Context: an optimization exercise on an open-source flow, tuned for small area, a short achievable clock period and few clock cycles. The choices shown serve that exercise and are no tape-out recipe.
RTL that was checked went through simulation tests only; none was proved equivalent to the original.
The clock port is modelled as an ideal driver; clocking choices that lean on that would not hold on a real chip.
Power is estimated from default activity; no workload was simulated.

==> flow/design.v (excerpt) <==
module mul_accel_top #(
  parameter int unsigned StreamerCsrNum = 6
) (
  input  logic  clk_i,
  input  logic  rst_n_i,
  input  mul_accel_pkg::addr_t csr_req_addr_i,
  input  mul_accel_pkg::word_t csr_req_data_i,
  input  logic  csr_req_write_i,
  input  logic  csr_req_valid_i,
  output logic  csr_req_ready_o,
  output mul_accel_pkg::word_t csr_rsp_data_o,
  output logic  csr_rsp_valid_o,
  input  logic  csr_rsp_ready_i,
  output mul_accel_pkg::addr_t tcdm_addr_o,
  output mul_accel_pkg::word_t tcdm_wdata_o,
  output logic  tcdm_write_o,
  output logic  tcdm_req_o,
  input  logic  tcdm_gnt_i,
  input  mul_accel_pkg::word_t tcdm_rdata_i,
  input  logic  tcdm_rvalid_i
);
  logic [31:0] base_a_q, base_b_q, base_c_q, len_q, count_q;
  logic [3:0]  shift_q;
  logic [3:0]  shl_q, shh_q;
  logic        rsp_valid_q;
  logic [6:0]  rsel_q;
  logic        st_a_q, st_b_q, st_c_q, st_t_q;
  logic        first_q, last_q;
  logic [31:0] idx_q;
  logic [31:0] addr_q;
  logic        ga_q, gb_q, s1_q, s2_q, cv_q;
  logic [15:0] a_q;
  logic [31:0] c_q;
  logic busy;
  assign busy = st_a_q | st_b_q | st_c_q | st_t_q;
  logic       req_fire, wr, hi_zero;
  ...
==> flow/config.mk <==
export PLATFORM = sky130hd
export DESIGN_NAME = mul_accel_top
export DESIGN_NICKNAME = mul_accel_top
export VERILOG_FILES = /design/flow/design.v
export SDC_FILE = /design/flow/constraint.sdc
export NUM_CORES = 4
export LEC_CHECK = 0
export CAP_MARGIN = 20
export CORE_MARGIN = 8
export CORE_UTILIZATION = 40
export CTS_BUF_LIST = sky130_fd_sc_hd__clkbuf_16
export CTS_CLUSTER_DIAMETER = 100
export CTS_CLUSTER_SIZE = 20
export PLACE_DENSITY = 0.6
export SETUP_SLACK_MARGIN = 4
export SLEW_MARGIN = 20
==> flow/constraint.sdc <==
create_clock -name core_clock -period 8.0 [get_ports {clk_i}]
set_input_delay 1.6000 -clock core_clock [delete_from_list [all_inputs] [get_ports {clk_i}]]
set_output_delay 1.6000 -clock core_clock [all_outputs]
set_load 0.01 [all_outputs]
standard.sh (not shown) runs the stock make flow with config.mk's settings and CLKGATE_MAP_FILE= SYNTH_SCRIPT=/design/flow/synth_recipe.tcl, a recipe that flattens the netlist after the stock synthesis.
==> flow/flow/run.sh <==
#!/bin/bash
set -euo pipefail
bash standard.sh "BUFFER_PORTS_ARGS=-buffer_cell sky130_fd_sc_hd__buf_1" finish > flow_make.log 2>&1
Edit:
--- a/flow/design.v
+++ b/flow/design.v
@@ -306,41 +306,28 @@
     for (int i = 0; i < 32; i++) begin
       ok = ok & ((x[i] ^ y[i] ^ k[i]) == c);
       c  = (x[i] & y[i]) | ((x[i] ^ y[i]) & ~k[i]);
     end
     sum_eq = ok;
   endfunction
   logic [31:0] nbase;
   logic        ncin;
   logic [32:0] nsum;
-  logic ta_q, tc_q, last_d;
-  assign last_d = sum_eq(idx_q, 32'd2, len_q);
-  assign nbase  = ({32{ta_q}} & base_a_q) | ({32{st_a_q}} & base_b_q) | ({32{tc_q}} & base_c_q);
-  assign ncin   = ta_q | st_a_q;
-  assign nsum = {nbase, ncin} + {idx_q, 1'b1};
-  always_ff @(posedge clk_i or negedge rst_n_i) begin
-    if (!rst_n_i) begin
-      ta_q <= 1'b1;
-      tc_q <= 1'b0;
+  always_comb begin
+    if (st_a_q) begin
+      nbase = base_b_q;  ncin = 1'b1;
+    end else if (st_b_q || (st_c_q && last_q)) begin
+      nbase = base_c_q;  ncin = 1'b0;
     end else begin
-      if (start | gnt_a | adv_c) ta_q <= 1'b0;
-      if (start | adv_c) tc_q <= 1'b0;
-      if (gnt_a) tc_q <= 1'b1;
-      if (gnt_b) begin
-        ta_q <= ~last_d;
-        tc_q <= last_d;
-      end
-      if (done) begin
-        ta_q <= 1'b1;
-        tc_q <= 1'b0;
-      end
+      nbase = base_a_q;  ncin = 1'b1;
     end
   end
+  assign nsum = {nbase, ncin} + {idx_q, 1'b1};
   always_ff @(posedge clk_i or negedge rst_n_i) begin
     if (!rst_n_i) begin
       st_a_q  <= 1'b0;
       st_b_q  <= 1'b0;
       st_c_q  <= 1'b0;
       st_t_q  <= 1'b0;
       first_q <= 1'b0;
       last_q  <= 1'b0;
       ga_q    <= 1'b0;
@@ -356,19 +343,19 @@
         first_q <= 1'b1;
       end
       if (gnt_a) begin
         st_a_q <= 1'b0;
         st_b_q <= 1'b1;
       end
       if (gnt_b) begin
         st_b_q <= 1'b0;
         st_c_q <= 1'b1;
-        last_q <= last_d;
+        last_q <= sum_eq(idx_q, 32'd2, len_q);
       end
       if (adv_c) begin
         st_c_q  <= 1'b0;
         first_q <= 1'b0;
         if (last_q) st_t_q <= 1'b1;
         else        st_a_q <= 1'b1;
       end
       if (done) begin
         st_t_q <= 1'b0;
The new run passed the timing, design-rule and antenna checks.
Sequential share of layout area barely changes.
Die area hardly moves.
Via count stays flat.
Global-route usage decreases by 0.33 points.
Non-clock buffer count drops by 19.
Final cell count falls by 1.2%.
Combinational power drops by 52%.
Routed wire length went down by 1.6%.
Area after synthesis hardly moves.
Count of clock-buffer cells in the layout shrinks by 2.
Testbench counts after the change, summed over its fixed seeds: cycles 11,462.
For the first run of this note, only the layout was checked, not whether the RTL still works.

---

## rev 12
RTL: one of the versions met above, not the one the previous note started from.
For scale: ~2100 cells after synthesis, roughly 350 flip-flops, roughly 22000 µm² of cells after synthesis.
Settings: LEC_CHECK=0, CAP_MARGIN=20, CORE_MARGIN=8, CORE_UTILIZATION=40, CTS_BUF_LIST=sky130_fd_sc_hd__clkbuf_16, CTS_CLUSTER_DIAMETER=100, CTS_CLUSTER_SIZE=20, PLACE_DENSITY=0.6, SETUP_SLACK_MARGIN=4, SLEW_MARGIN=20; clock period 8.0 ns.
==> flow/flow/run.sh <==
#!/bin/bash
set -euo pipefail
ARGS="BUFFER_PORTS_ARGS=-buffer_cell sky130_fd_sc_hd__buf_1"
R=orfs/results/sky130hd/mul_accel_top/base
bash standard.sh "$ARGS" cts > flow_make_cts.log 2>&1
SKEW_DB=$R/4_cts.odb SKEW_SDC=$R/4_cts.sdc SKEW_OUT=$R/4_cts.odb \
  SKEW_DLY=sky130_fd_sc_hd__clkdlybuf4s18_1 SKEW_DRV=sky130_fd_sc_hd__clkbuf_8 \
  openroad -no_init -exit flow/skew.tcl > skew.log 2>&1
bash standard.sh "$ARGS" finish > flow_make_finish.log 2>&1
Other scripts of this flow, unchanged in this note and not shown: flow/flow/skew.tcl
Testbench counts of rev 12, summed over its fixed seeds: cycles 11,462.
diff inputs: rev 12 => rev 13
diff --git a/flow/design.v b/flow/design.v
--- a/flow/design.v
+++ b/flow/design.v
@@ -212,17 +212,17 @@
   assign busy = st_a_q | st_b_q | st_c_q | st_t_q;
   logic       req_fire, wr, hi_zero;
   logic [3:0] a4;
   logic       start;
   assign req_fire = csr_req_valid_i & ~rsp_valid_q;
   assign wr       = req_fire & csr_req_write_i;
   assign hi_zero  = csr_req_addr_i[31:4] == '0;
   assign a4       = csr_req_addr_i[3:0];
-  assign start    = wr & hi_zero & (a4 == 4'd4) & ~busy & (len_q != '0);
+  assign start    = wr & hi_zero & (a4 == 4'd4) & ~busy & vl_q & (len_q != '0);
   logic [6:0] rsel_d;
   logic       rd;
   assign rd = ~csr_req_write_i & hi_zero;
   assign rsel_d = {rd & (a4 == 4'd5) & busy, rd & (a4 == 4'd6), rd & (a4 == 4'd8),
                    rd & (a4 == 4'd3), rd & (a4 == 4'd2), rd & (a4 == 4'd1), rd & (a4 == 4'd0)};
   always_ff @(posedge clk_i or negedge rst_n_i) begin
     if (!rst_n_i) begin
       rsp_valid_q <= 1'b0;
@@ -245,31 +245,51 @@
     if (req_fire) rsel_q <= rsel_d;
   end
   assign csr_rsp_data_o = ({32{rsel_q[0]}} & base_a_q) | ({32{rsel_q[1]}} & base_b_q) |
                           ({32{rsel_q[2]}} & base_c_q) | ({32{rsel_q[3]}} & len_q) |
                           ({32{rsel_q[4]}} & count_q) | ({32{rsel_q[5]}} & {28'd0, shift_q}) |
                           {31'd0, rsel_q[6]};
   assign csr_req_ready_o = ~rsp_valid_q;
   assign csr_rsp_valid_o = rsp_valid_q;
+  logic        va_q, vb_q, vc_q, vl_q;
+  logic [31:0] wdata_z;
+  logic        wr_ok, wr_a, wr_b, wr_c, wr_l;
+  assign wr_ok   = wr & hi_zero & ~busy;
+  assign wr_a    = wr_ok & (a4 == 4'd0);
+  assign wr_b    = wr_ok & (a4 == 4'd1);
+  assign wr_c    = wr_ok & (a4 == 4'd2);
+  assign wr_l    = wr_ok & (a4 == 4'd3);
+  assign wdata_z = csr_req_data_i & {32{wr}};
+  always_ff @(posedge clk_i) begin
+    if (wr_a || (!va_q && !wr)) base_a_q <= wdata_z;
+    if (wr_b || (!vb_q && !wr)) base_b_q <= wdata_z;
+    if (wr_c || (!vc_q && !wr)) base_c_q <= wdata_z;
+    if (wr_l || (!vl_q && !wr)) len_q    <= wdata_z;
+  end
+  always_ff @(posedge clk_i or negedge rst_n_i) begin
+    if (!rst_n_i) begin
+      va_q <= 1'b0;
+      vb_q <= 1'b0;
+      vc_q <= 1'b0;
+      vl_q <= 1'b0;
+    end else begin
+      if (wr_a || !wr) va_q <= 1'b1;
+      if (wr_b || !wr) vb_q <= 1'b1;
+      if (wr_c || !wr) vc_q <= 1'b1;
+      if (wr_l || !wr) vl_q <= 1'b1;
+    end
+  end
   always_ff @(posedge clk_i or negedge rst_n_i) begin
     if (!rst_n_i) begin
-      base_a_q <= '0;
-      base_b_q <= '0;
-      base_c_q <= '0;
-      len_q    <= '0;
       shift_q  <= '0;
       shl_q    <= 4'b0001;
       shh_q    <= 4'b0001;
     end else begin
       if (wr && hi_zero && !busy) begin
-        if (a4 == 4'd0) base_a_q <= csr_req_data_i;
-        if (a4 == 4'd1) base_b_q <= csr_req_data_i;
-        if (a4 == 4'd2) base_c_q <= csr_req_data_i;
-        if (a4 == 4'd3) len_q    <= csr_req_data_i;
         if (a4 == 4'd7) begin
           shl_q <= 4'b0001 << shift_q[1:0];
           shh_q <= 4'b0001 << shift_q[3:2];
         end
       end
       if (wr && hi_zero && a4 == 4'd6) shift_q <= csr_req_data_i[3:0];
     end
   end
Findings:
Compared with rev 12, in rev 13 detailed-route via count down about 0.6%, global-route usage now sits at about the same level, share of final-layout standard cells stronger than drive strength 1 -7.2 points, sum of internal, switching and leakage power climbed 220%.
Fmax: rev 13 above rev 12
Run comparison: rev 12 most frequent standard cell in the layout excluding fill and tap cells sky130_fd_sc_hd__nand2_1; rev 13 most frequent standard cell in the layout excluding fill and tap cells sky130_fd_sc_hd__edfxtp_1
Between rev 12 and rev 13, the complex-gate fraction of the synthesized area is lower for rev 12.
No functional check of the RTL was part of rev 13.

-- separate check: timing with driven ports --
In the flow no input, the clock included, has a driving cell. The finished layouts below were timed again as built, in two steps.
Step 1, drivers: a clkbuf_16 drives clk_i and a buf_2 each remaining input, both assumed.
Step 2, shift: input delay + t, output delay - t, t = (earliest + latest rising clock arrival at the registers) / 2. This alone moves slack from input paths to output paths.
Three values: ideal ports, drivers, drivers and shift; two values: the first two.
run	t (ns)	setup slack, ns	clock arrival spread, ns	slew at the worst register clock pin (ns)	cell pins on the clock port's net
the first run of note 1	0.605	3.737 / 3.737 / 3.599	0.041 / 0.041	0.09 / 0.09	1
the second run of note 1	0.595	3.772 / 3.772 / 3.672	0.015 / 0.016	0.09 / 0.09	1
rev 12	0.756	4.050 / 3.996 / 3.514	0.384 / 0.384	0.09 / 0.09	1
rev 13	0.747	4.071 / 4.038 / 3.457	0.394 / 0.394	0.11 / 0.11	1
Clock arrivals are far apart in rev 12 and rev 13, so t is only a midpoint there and step 2 fits no single register. The setup slack of rev 13, which loses most, moves by -0.033 ns with the drivers and by -0.614 ns with both steps.
